Context: an optimization exercise on an open-source flow, tuned for small area and a short achievable clock period. The choices shown serve that exercise and are no tape-out recipe. In this exercise RTL edits were held to simulation tests only and were not proved equivalent to the original. No activity file was given, so power comes from the tool's default toggle rates.

Design fpu_top, start of the top module:
module fpu_top (
	input  wire         clk,
	input  wire         rstn,
	input       fpu_pkg::instr_t instr,
	input       fpu_pkg::fp32_t  x1,	 
	input       fpu_pkg::int32_t x2,	 
	output fpu_pkg::fp32_t       y,
	output fpu_pkg::fpu_exc_t    exc
);
Size: roughly 1,300 cells after synthesis, roughly 120 I/O pins, ~8300 µm² of cells after synthesis.
Settings: LEC_CHECK=0, CAP_MARGIN=20, CORE_MARGIN=2, CORE_UTILIZATION=40, SETUP_SLACK_MARGIN=5, SLEW_MARGIN=20; clock period 8.0 ns.
standard.sh (not shown) runs the stock make flow with config.mk's settings and CLKGATE_MAP_FILE= SYNTH_SCRIPT=/design/flow/synth_recipe.tcl, a recipe that flattens the netlist after the stock synthesis.
==> flow/flow/run.sh <==
#!/bin/bash
# Standard synthesis, then the combinational logic re-mapped by ABC with
# iterated choice-based mapping (flip-flops untouched), then the standard
# layout from floorplan on, with plain buffers on the ports and a
# lighter clock tree.
set -euo pipefail
WORK=$(pwd)
R=$WORK/orfs/results/$FLOW_PLATFORM/fpu_top/base
LOGS=$WORK/orfs/logs/$FLOW_PLATFORM/fpu_top/base
bash standard.sh synth > $WORK/flow_synth.log 2>&1
cp $R/1_2_yosys.v $R/1_2_yosys.std.v
YOSYS=$FLOW_HOME/../tools/install/yosys/bin/yosys
[ -x "$YOSYS" ] || YOSYS=$(command -v yosys)
export REABC_LIB=$FLOW_HOME/platforms/$FLOW_PLATFORM/lib/sky130_fd_sc_hd__tt_025C_1v80.lib
export REABC_IN=$R/1_2_yosys.std.v
export REABC_OUT=$R/1_2_yosys.v
export REABC_SCRIPT=$WORK/flow/abc.scr
export REABC_CONSTR=$WORK/orfs/objects/$FLOW_PLATFORM/fpu_top/base/abc.constr
export REABC_DONT_USE="$(grep -m1 -- '^abc -script' $LOGS/1_2_yosys.log | grep -o -- '-dont_use [^ ]*' | awk '{print $2}' | tr '\n' ' ')"
export REABC_FLOPS="$(grep -o 'sky130_fd_sc_hd__[a-z]*df[a-z0-9_]*' $R/1_2_yosys.std.v | sort -u | tr '\n' ' ')"
$YOSYS -c $WORK/flow/reabc.tcl > $WORK/flow_reabc.log 2>&1
rm -f $R/1_synth.odb $R/1_synth.sdc
# port buffers: the smallest plain buffer, which the resizer upsizes where needed
export BUFFER_PORTS_ARGS="-buffer_cell sky130_fd_sc_hd__buf_1"
# clock tree: mid-size buffers and no dummy loads
export CTS_ARGS="-sink_clustering_enable -repair_clock_nets -buf_list sky130_fd_sc_hd__clkbuf_8 -dont_use_dummy_load"
bash standard.sh finish > $WORK/flow_finish.log 2>&1
Other scripts of this flow, unchanged in this note and not shown: flow/flow/abc.scr, flow/flow/reabc.tcl
The starting point finished clean.
Then changed:
--- a/flow/design.v
+++ b/flow/design.v
@@ -64,26 +64,24 @@
 	assign d_neg  = cop1 && instr.fmt == fpu_pkg::FMT_S && instr.op2 == fpu_pkg::FUNCT_NEG;
 	assign d_flr  = cop1 && instr.fmt == fpu_pkg::FMT_S && instr.op2 == fpu_pkg::FUNCT_FLOOR;
 	assign d_ftoi = cop1 && instr.fmt == fpu_pkg::FMT_W_FTOI && instr.op2 == fpu_pkg::FUNCT_CVT;
 	assign d_itof = cop1 && instr.fmt == fpu_pkg::FMT_ITOF && instr.op2 == fpu_pkg::FUNCT_CVT;
 	logic [7:0] e1;
 	logic       fz_d, c_nan, c_ovf, c_half, c_norm;
 	assign e1     = x1[30:23];
 	assign fz_d   = x1[22:0] == '0;
 	assign c_nan  = (e1 == 8'hff) && !fz_d;
 	assign c_ovf  = !c_nan && ((e1 > 8'd158) || (e1 == 8'd158 && !(x1[31] && fz_d)));
 	assign c_half = e1 == 8'd126;
 	assign c_norm = (e1 >= 8'd127) && !c_nan && !c_ovf;
-	logic fl_c_d;
-	assign fl_c_d = x1[31] && e1 >= 8'd127 && e1 < 8'd150 && |(x1[22:0] & floor_mask(e1));
 	logic o_sgn_d, o_flr_d, o_ft_d, o_fh_d, o_it_d;
 	fpu_pkg::fpu_exc_t x_d;
 	assign o_sgn_d       = rstn && (d_abs || d_neg);
 	assign o_flr_d       = rstn && d_flr;
 	assign o_ft_d        = rstn && d_ftoi && c_norm;
 	assign o_fh_d        = rstn && d_ftoi && c_half;	 
 	assign o_it_d        = rstn && d_itof && x2 != '0;
 	assign x_d.invalid_op = rstn && !(d_abs || d_neg || d_flr || d_ftoi || d_itof);
 	assign x_d.nan        = rstn && d_ftoi && c_nan;
 	assign x_d.ovf        = rstn && d_ftoi && c_ovf;
 	logic        s2;
 	logic [30:0] v2;
@@ -110,60 +108,60 @@
 		cpl[30:23] = {8{instr.fmt[2] && s2}};
 		d_d[30:0]  = pick ^ cpl;
 		if (instr.fmt[2])  d_d[31] = s2;
 		else if (d_neg)    d_d[31] = ~x1[31];
 		else if (d_abs)    d_d[31] = 1'b0;
 		else               d_d[31] = x1[31];
 	end
 	logic              o_sgn, o_flr, o_ft, o_fh, o_it;
 	fpu_pkg::fpu_exc_t x_q;
 	logic [31:0]       d_q;
 	logic [4:0]        amt;	 
 	logic              fz_q;	 
-	logic              fl_c;	 
 	always_ff @(posedge clk) begin
-		fl_c  <= fl_c_d;
 		amt   <= amt1;
 		o_sgn <= o_sgn_d;
 		o_flr <= o_flr_d;
 		o_ft  <= o_ft_d;
 		o_fh  <= o_fh_d;
 		o_it  <= o_it_d;
 		x_q   <= x_d;
 		d_q   <= d_d;
 		fz_q  <= fz_d;
 	end
 	logic        s;
 	logic [7:0]  e;
 	logic [22:0] fr;
 	assign s  = d_q[31];
 	assign e  = d_q[30:23];
 	assign fr = d_q[22:0];
 	logic [32:0] sin, sa, sb, sc, sd, se;
 	assign sin  = {o_it ? s : ~s, d_q[22:0], o_it ? d_q[30:23] : {8{s}}, s};
 	assign sa   = amt[4] ? {{16{s}}, sin[32:16]} : sin;
 	assign sb   = amt[3] ? {{8{s}}, sa[32:8]} : sa;
 	assign sc   = amt[2] ? {{4{s}}, sb[32:4]} : sb;
 	assign sd   = amt[1] ? {{2{s}}, sc[32:2]} : sc;
 	assign se   = amt[0] ? {s, sd[32:1]} : sd;
 	logic [22:0] mask;
-	logic        fl_mid;
+	logic        hf, fl_c, fl_mid;
 	logic [31:0] fl_a;
 	assign mask   = floor_mask(e);
+	assign hf     = |(fr & mask);
 	assign fl_mid = (e >= 8'd127) && (e < 8'd150);
+	assign fl_c   = fl_mid & s & hf;
 	always_comb begin
 		if (e == 8'hff && !fz_q)  fl_a = d_q | 32'h0040_0000;
 		else if (!fl_mid && e >= 8'd150) fl_a = d_q;
 		else if (!fl_mid) fl_a = (s && (e != '0 || !fz_q)) ? 32'hbf80_0000 : {s, 31'd0};
-		else if (fl_c)    fl_a = d_q | {9'd0, mask};
+		else if (s & hf)  fl_a = d_q | {9'd0, mask};
 		else              fl_a = d_q & ~{9'd0, mask};
 	end
 	logic        use_sh;
 	logic [32:0] data_d;
 	logic        s_d;
 	logic        sel_f_d, sel_i_d;
 	fpu_pkg::fpu_exc_t x2_d;
 	assign use_sh = o_it | o_ft;
 	always_comb begin
 		if (use_sh)     data_d = se;
 		else if (o_flr) data_d = {fl_a, fl_c};
 		else if (o_fh)  data_d = {{32{s}}, ~s};	 
Effect:
- synthesized cell count came out lower by about 1.5%
- global-route usage increases by 0.31 points
- routed wire length rose by about 2%
- first-iteration DRC count climbs by 6.2%
- power is about the same
- area after synthesis went up by about 0.9%
- die area came out higher by about 0.8%
- sequential share of layout area went down by 0.42 points

* * *

Setup of v6:
The RTL this note starts from:
==> flow/design.v <==
`default_nettype none
package fpu_pkg;
	typedef logic [31:0] fp32_t;	 
	typedef logic [31:0] int32_t;	 
	typedef logic [7:0]  exp_t;	 
	typedef logic [22:0] frac_t;	 
	typedef logic [23:0] sig_t;	 
	localparam exp_t EXP_MAX  = 8'd255;
	localparam exp_t EXP_BIAS = 8'd127;
	localparam int LATENCY = 3;
	typedef struct packed {
		logic [5:0] op1;	 
		logic [4:0] fmt;	 
		logic [5:0] op2;	 
	} instr_t;
	typedef struct packed {
		logic invalid_op;
		logic nan;
		logic ovf;
	} fpu_exc_t;
	typedef enum logic [2:0] {
		OP_IDLE,
		OP_ABS,
		OP_NEG,
		OP_FLOOR,
		OP_FTOI,
		OP_ITOF,
		OP_INVALID
	} op_t;
	localparam logic [5:0] OP1_COP1    = 6'b010001;
	localparam logic [4:0] FMT_S       = 5'b10000;
	localparam logic [4:0] FMT_W_FTOI  = 5'b00000;
	localparam logic [4:0] FMT_ITOF    = 5'b00100;
	localparam logic [5:0] FUNCT_ABS   = 6'b000101;
	localparam logic [5:0] FUNCT_NEG   = 6'b000111;
	localparam logic [5:0] FUNCT_FLOOR = 6'b001111;
	localparam logic [5:0] FUNCT_CVT   = 6'b000000;
endpackage
`default_nettype wire
`default_nettype none
module fpu_top (
	input  wire         clk,
	input  wire         rstn,
	input       fpu_pkg::instr_t instr,
	input       fpu_pkg::fp32_t  x1,	 
	input       fpu_pkg::int32_t x2,	 
	output fpu_pkg::fp32_t       y,
	output fpu_pkg::fpu_exc_t    exc
);
	function automatic logic [4:0] ftoi_amt(input logic [4:0] k);	 
		ftoi_amt = '0;
		for (int j = 0; j < 32; j++) if (k == 5'(j)) ftoi_amt = 5'((30 - j) & 31);
	endfunction
	function automatic logic [7:0] itof_exp(input logic [4:0] k);	 
		itof_exp = '0;
		for (int j = 0; j < 32; j++) if (k == 5'(j)) itof_exp = 8'(157 - j);
	endfunction
	function automatic logic [22:0] floor_mask(input logic [7:0] ee);
		for (int i = 0; i < 23; i++) floor_mask[i] = !ee[7] || (i < 22 && ee[4:0] <= 5'(21 - i));
	endfunction
	logic d_abs, d_neg, d_flr, d_ftoi, d_itof, cop1;
	assign cop1   = instr.op1 == fpu_pkg::OP1_COP1;
	assign d_abs  = cop1 && instr.fmt == fpu_pkg::FMT_S && instr.op2 == fpu_pkg::FUNCT_ABS;
	assign d_neg  = cop1 && instr.fmt == fpu_pkg::FMT_S && instr.op2 == fpu_pkg::FUNCT_NEG;
	assign d_flr  = cop1 && instr.fmt == fpu_pkg::FMT_S && instr.op2 == fpu_pkg::FUNCT_FLOOR;
	assign d_ftoi = cop1 && instr.fmt == fpu_pkg::FMT_W_FTOI && instr.op2 == fpu_pkg::FUNCT_CVT;
	assign d_itof = cop1 && instr.fmt == fpu_pkg::FMT_ITOF && instr.op2 == fpu_pkg::FUNCT_CVT;
	logic [7:0] e1;
	logic       fz_d, c_nan, c_ovf, c_half, c_norm;
	assign e1     = x1[30:23];
	assign fz_d   = x1[22:0] == '0;
	assign c_nan  = (e1 == 8'hff) && !fz_d;
	assign c_ovf  = !c_nan && ((e1 > 8'd158) || (e1 == 8'd158 && !(x1[31] && fz_d)));
	assign c_half = e1 == 8'd126;
	assign c_norm = (e1 >= 8'd127) && !c_nan && !c_ovf;
	logic fl_c_d;
	assign fl_c_d = x1[31] && e1 >= 8'd127 && e1 < 8'd150 && |(x1[22:0] & floor_mask(e1));
	logic o_sgn_d, o_flr_d, o_ft_d, o_fh_d, o_it_d;
	fpu_pkg::fpu_exc_t x_d;
	assign o_sgn_d       = rstn && (d_abs || d_neg);
	assign o_flr_d       = rstn && d_flr;
	assign o_ft_d        = rstn && d_ftoi && c_norm;
	assign o_fh_d        = rstn && d_ftoi && c_half;	 
	assign o_it_d        = rstn && d_itof && x2 != '0;
	assign x_d.invalid_op = rstn && !(d_abs || d_neg || d_flr || d_ftoi || d_itof);
	assign x_d.nan        = rstn && d_ftoi && c_nan;
	assign x_d.ovf        = rstn && d_ftoi && c_ovf;
	logic        s2;
	logic [30:0] v2;
	logic [30:0] pick;
	logic [30:0] cpl;
	logic [31:0] d_d;
	assign s2 = x2[31];
	assign v2 = x2[30:0];
	logic [30:0] vz;
	logic [4:0]  lz1;
	logic [4:0]  amt1;
	assign vz = x2[30:0] ^ {31{s2}};
	always_comb begin
		lz1 = 5'd31;
		for (int i = 0; i < 31; i++) begin
			if (vz[i]) lz1 = 5'(30 - i);
		end
	end
	assign amt1 = instr.fmt[2] ? lz1 : ftoi_amt(x1[27:23]);
	always_comb begin
		for (int i = 0; i < 23; i++) pick[i] = instr.fmt[2] ? v2[22-i] : x1[i];
		for (int i = 23; i < 31; i++) pick[i] = instr.fmt[2] ? v2[53-i] : x1[i];
		cpl[22:0]  = {23{instr.fmt[2] ? s2 : (!instr.fmt[4] && x1[31])}};
		cpl[30:23] = {8{instr.fmt[2] && s2}};
		d_d[30:0]  = pick ^ cpl;
		if (instr.fmt[2])  d_d[31] = s2;
		else if (d_neg)    d_d[31] = ~x1[31];
		else if (d_abs)    d_d[31] = 1'b0;
		else               d_d[31] = x1[31];
	end
	logic              o_sgn, o_flr, o_ft, o_fh, o_it;
	fpu_pkg::fpu_exc_t x_q;
	logic [31:0]       d_q;
	logic [4:0]        amt;	 
	logic              fz_q;	 
	logic              fl_c;	 
	always_ff @(posedge clk) begin
		fl_c  <= fl_c_d;
		amt   <= amt1;
		o_sgn <= o_sgn_d;
		o_flr <= o_flr_d;
		o_ft  <= o_ft_d;
		o_fh  <= o_fh_d;
		o_it  <= o_it_d;
		x_q   <= x_d;
		d_q   <= d_d;
		fz_q  <= fz_d;
	end
	logic        s;
	logic [7:0]  e;
	logic [22:0] fr;
	assign s  = d_q[31];
	assign e  = d_q[30:23];
	assign fr = d_q[22:0];
	logic [32:0] sin, sa, sb, sc, sd, se;
	assign sin  = {o_it ? s : ~s, d_q[22:0], o_it ? d_q[30:23] : {8{s}}, s};
	assign sa   = amt[4] ? {{16{s}}, sin[32:16]} : sin;
	assign sb   = amt[3] ? {{8{s}}, sa[32:8]} : sa;
	assign sc   = amt[2] ? {{4{s}}, sb[32:4]} : sb;
	assign sd   = amt[1] ? {{2{s}}, sc[32:2]} : sc;
	assign se   = amt[0] ? {s, sd[32:1]} : sd;
	logic [22:0] mask;
	logic        fl_mid;
	logic [31:0] fl_a;
	assign mask   = floor_mask(e);
	assign fl_mid = (e >= 8'd127) && (e < 8'd150);
	always_comb begin
		if (e == 8'hff && !fz_q)  fl_a = d_q | 32'h0040_0000;
		else if (!fl_mid && e >= 8'd150) fl_a = d_q;
		else if (!fl_mid) fl_a = (s && (e != '0 || !fz_q)) ? 32'hbf80_0000 : {s, 31'd0};
		else if (fl_c)    fl_a = d_q | {9'd0, mask};
		else              fl_a = d_q & ~{9'd0, mask};
	end
	logic        use_sh;
	logic [32:0] data_d;
	logic        s_d;
	logic        sel_f_d, sel_i_d;
	fpu_pkg::fpu_exc_t x2_d;
	assign use_sh = o_it | o_ft;
	always_comb begin
		if (use_sh)     data_d = se;
		else if (o_flr) data_d = {fl_a, fl_c};
		else if (o_fh)  data_d = {{32{s}}, ~s};	 
		else            data_d = {d_q, 1'b0};
	end
	assign s_d     = use_sh & s;
	assign sel_f_d = rstn && (o_sgn || o_flr || o_ft || o_fh);
	assign sel_i_d = rstn && o_it;
	assign x2_d    = rstn ? x_q : '0;
	logic [32:0]       data_q;
	logic [4:0]        lz_q;
	logic              s_q;
	logic              sel_f, sel_i;
	fpu_pkg::fpu_exc_t x2_q;
	always_ff @(posedge clk) begin
		data_q <= data_d;
		lz_q   <= amt;
		s_q    <= s_d;
		sel_f  <= sel_f_d;
		sel_i  <= sel_i_d;
		x2_q   <= x2_d;
	end
	logic [32:0] sq;
	assign sq = data_q;
	logic [31:0] nrm;
	logic [31:0] ai;
	logic        ci;
	always_comb begin
		for (int n = 0; n < 32; n++) nrm[n] = sq[32-n];
	end
	assign ai = {s_q, itof_exp(lz_q), nrm[30:8]};
	assign ci = s_q ? (nrm[7] | (&nrm[6:0] & nrm[8])) : (nrm[7] & (nrm[8] | (|nrm[6:0])));
	logic [31:0] a;
	logic        c;
	logic [31:0] pre;	 
	logic [31:0] y_d;
	assign a = ({32{sel_f}} & sq[32:1]) | ({32{sel_i}} & ai);
	assign c = (sel_f & sq[0]) | (sel_i & ci);
	always_comb begin
		pre[0] = 1'b1;
		for (int i = 1; i < 32; i++) pre[i] = pre[i-1] & a[i-1];
	end
	assign y_d = {32{rstn}} & (a ^ ({32{c}} & pre));	 
	always_ff @(posedge clk) begin
		y   <= y_d;
		exc <= rstn ? x2_q : '0;
	end
endmodule
`default_nettype wire
Settings: LEC_CHECK=0, CAP_MARGIN=20, CORE_MARGIN=2, CORE_UTILIZATION=60, SETUP_SLACK_MARGIN=5, SLEW_MARGIN=20; clock period 8.0 ns.
==> flow/flow/abc.scr <==
strash
dc2
dch
map
strash
dc2
dch
map
strash
dch
map
topo
buffer -c
upsize -c
dnsize -c
==> flow/flow/reabc.tcl <==
# Re-map the combinational logic of the standard synthesis netlist with a
# different ABC script. Every flip-flop instance (name and cell type) is kept.
set lib     $::env(REABC_LIB)
set in      $::env(REABC_IN)
set out     $::env(REABC_OUT)
set script  $::env(REABC_SCRIPT)
set dontuse $::env(REABC_DONT_USE)

yosys read_liberty -ignore_miss_func $lib
yosys read_verilog $in
yosys hierarchy -top $::env(FLOW_TOP)
foreach ff [split $::env(REABC_FLOPS)] {
  yosys setattr -mod -set keep_hierarchy 1 $ff
}
yosys flatten
yosys rename -hide w:*.*
yosys opt_clean
set args [list -script $script -liberty $lib -constr $::env(REABC_CONSTR)]
foreach c [split $dontuse] { if {$c ne ""} { lappend args -dont_use $c } }
yosys abc {*}$args
yosys opt_clean -purge
yosys rename -enumerate
foreach ff [split $::env(REABC_FLOPS)] {
  yosys blackbox $ff
}
yosys tee -o $out.stat stat -liberty $lib
yosys write_verilog -noattr -nohex -nodec $out
Scripts as last shown in full above: flow/flow/run.sh
> inputs changed (v6 -> v7)
--- a/flow/design.v
+++ b/flow/design.v
@@ -72,10 +72,8 @@
 	assign c_nan  = (e1 == 8'hff) && !fz_d;
 	assign c_ovf  = !c_nan && ((e1 > 8'd158) || (e1 == 8'd158 && !(x1[31] && fz_d)));
 	assign c_half = e1 == 8'd126;
 	assign c_norm = (e1 >= 8'd127) && !c_nan && !c_ovf;
-	logic fl_c_d;
-	assign fl_c_d = x1[31] && e1 >= 8'd127 && e1 < 8'd150 && |(x1[22:0] & floor_mask(e1));
 	logic o_sgn_d, o_flr_d, o_ft_d, o_fh_d, o_it_d;
 	fpu_pkg::fpu_exc_t x_d;
 	assign o_sgn_d       = rstn && (d_abs || d_neg);
 	assign o_flr_d       = rstn && d_flr;
@@ -118,11 +116,9 @@
 	fpu_pkg::fpu_exc_t x_q;
 	logic [31:0]       d_q;
 	logic [4:0]        amt;	 
 	logic              fz_q;	 
-	logic              fl_c;	 
 	always_ff @(posedge clk) begin
-		fl_c  <= fl_c_d;
 		amt   <= amt1;
 		o_sgn <= o_sgn_d;
 		o_flr <= o_flr_d;
 		o_ft  <= o_ft_d;
@@ -145,17 +141,19 @@
 	assign sc   = amt[2] ? {{4{s}}, sb[32:4]} : sb;
 	assign sd   = amt[1] ? {{2{s}}, sc[32:2]} : sc;
 	assign se   = amt[0] ? {s, sd[32:1]} : sd;
 	logic [22:0] mask;
-	logic        fl_mid;
+	logic        hf, fl_c, fl_mid;
 	logic [31:0] fl_a;
 	assign mask   = floor_mask(e);
+	assign hf     = |(fr & mask);
 	assign fl_mid = (e >= 8'd127) && (e < 8'd150);
+	assign fl_c   = fl_mid & s & hf;
 	always_comb begin
 		if (e == 8'hff && !fz_q)  fl_a = d_q | 32'h0040_0000;
 		else if (!fl_mid && e >= 8'd150) fl_a = d_q;
 		else if (!fl_mid) fl_a = (s && (e != '0 || !fz_q)) ? 32'hbf80_0000 : {s, 31'd0};
-		else if (fl_c)    fl_a = d_q | {9'd0, mask};
+		else if (s & hf)  fl_a = d_q | {9'd0, mask};
 		else              fl_a = d_q & ~{9'd0, mask};
 	end
 	logic        use_sh;
 	logic [32:0] data_d;
Findings:
| delay of the slowest cell on the worst path | higher: v6 |. v7 reached the end of the flow, and the finished layout is clean on the timing, DRC and antenna checks. v6: full flow OK, the timing, DRC and antenna checks passed. In the reports for v7 and v6, the smaller starting density of the core belongs to v7. Delta(sequential share of layout area, v7 - v6) < 0. Synthesized netlist net count was higher in v6 than in v7. In v7, the post-route clock period utilization came out 2.8 points below the value in v6. Global-route track usage on met1 (v7 over v6): decrease, 1.6 points. In the flow results for v7 and v6, the worst-case setup margin in the final layout is larger on v7. Compared with v6, in v7 sum of internal, switching and leakage power lost about 1.6%; global-route wire length before repair went down by 6.0%.

port drivers added, routing unchanged:
No port has a modelled driver above. Below, the same layouts with a new extraction and two added sets of constraints. Step 1, drivers: a clkbuf_16 drives clk and a buf_2 each remaining input, both assumed. Step 2 times the ports against the registers' clock, not the clock port: input delays grow and output delays shrink by t, the midpoint of the rising clock arrivals with the driver on. Three values: ideal ports, drivers, drivers and shift; two values: the first two.
run	shift t [ns]	setup slack, ns	worst slew at a driven data input, ns
the first run of note 1	0.465	5.136 / 5.136 / 4.692	0.04
the second run of note 1	0.471	5.061 / 5.061 / 4.734	0.06
v6	0.459	4.907 / 4.907 / 4.670	0.04
v7	0.473	5.130 / 5.130 / 4.681	0.04
After both steps setup and hold are still met in every run listed. For v7, which loses most, drivers alone change the setup slack by 0.000 ns; drivers and shift together by -0.449 ns.
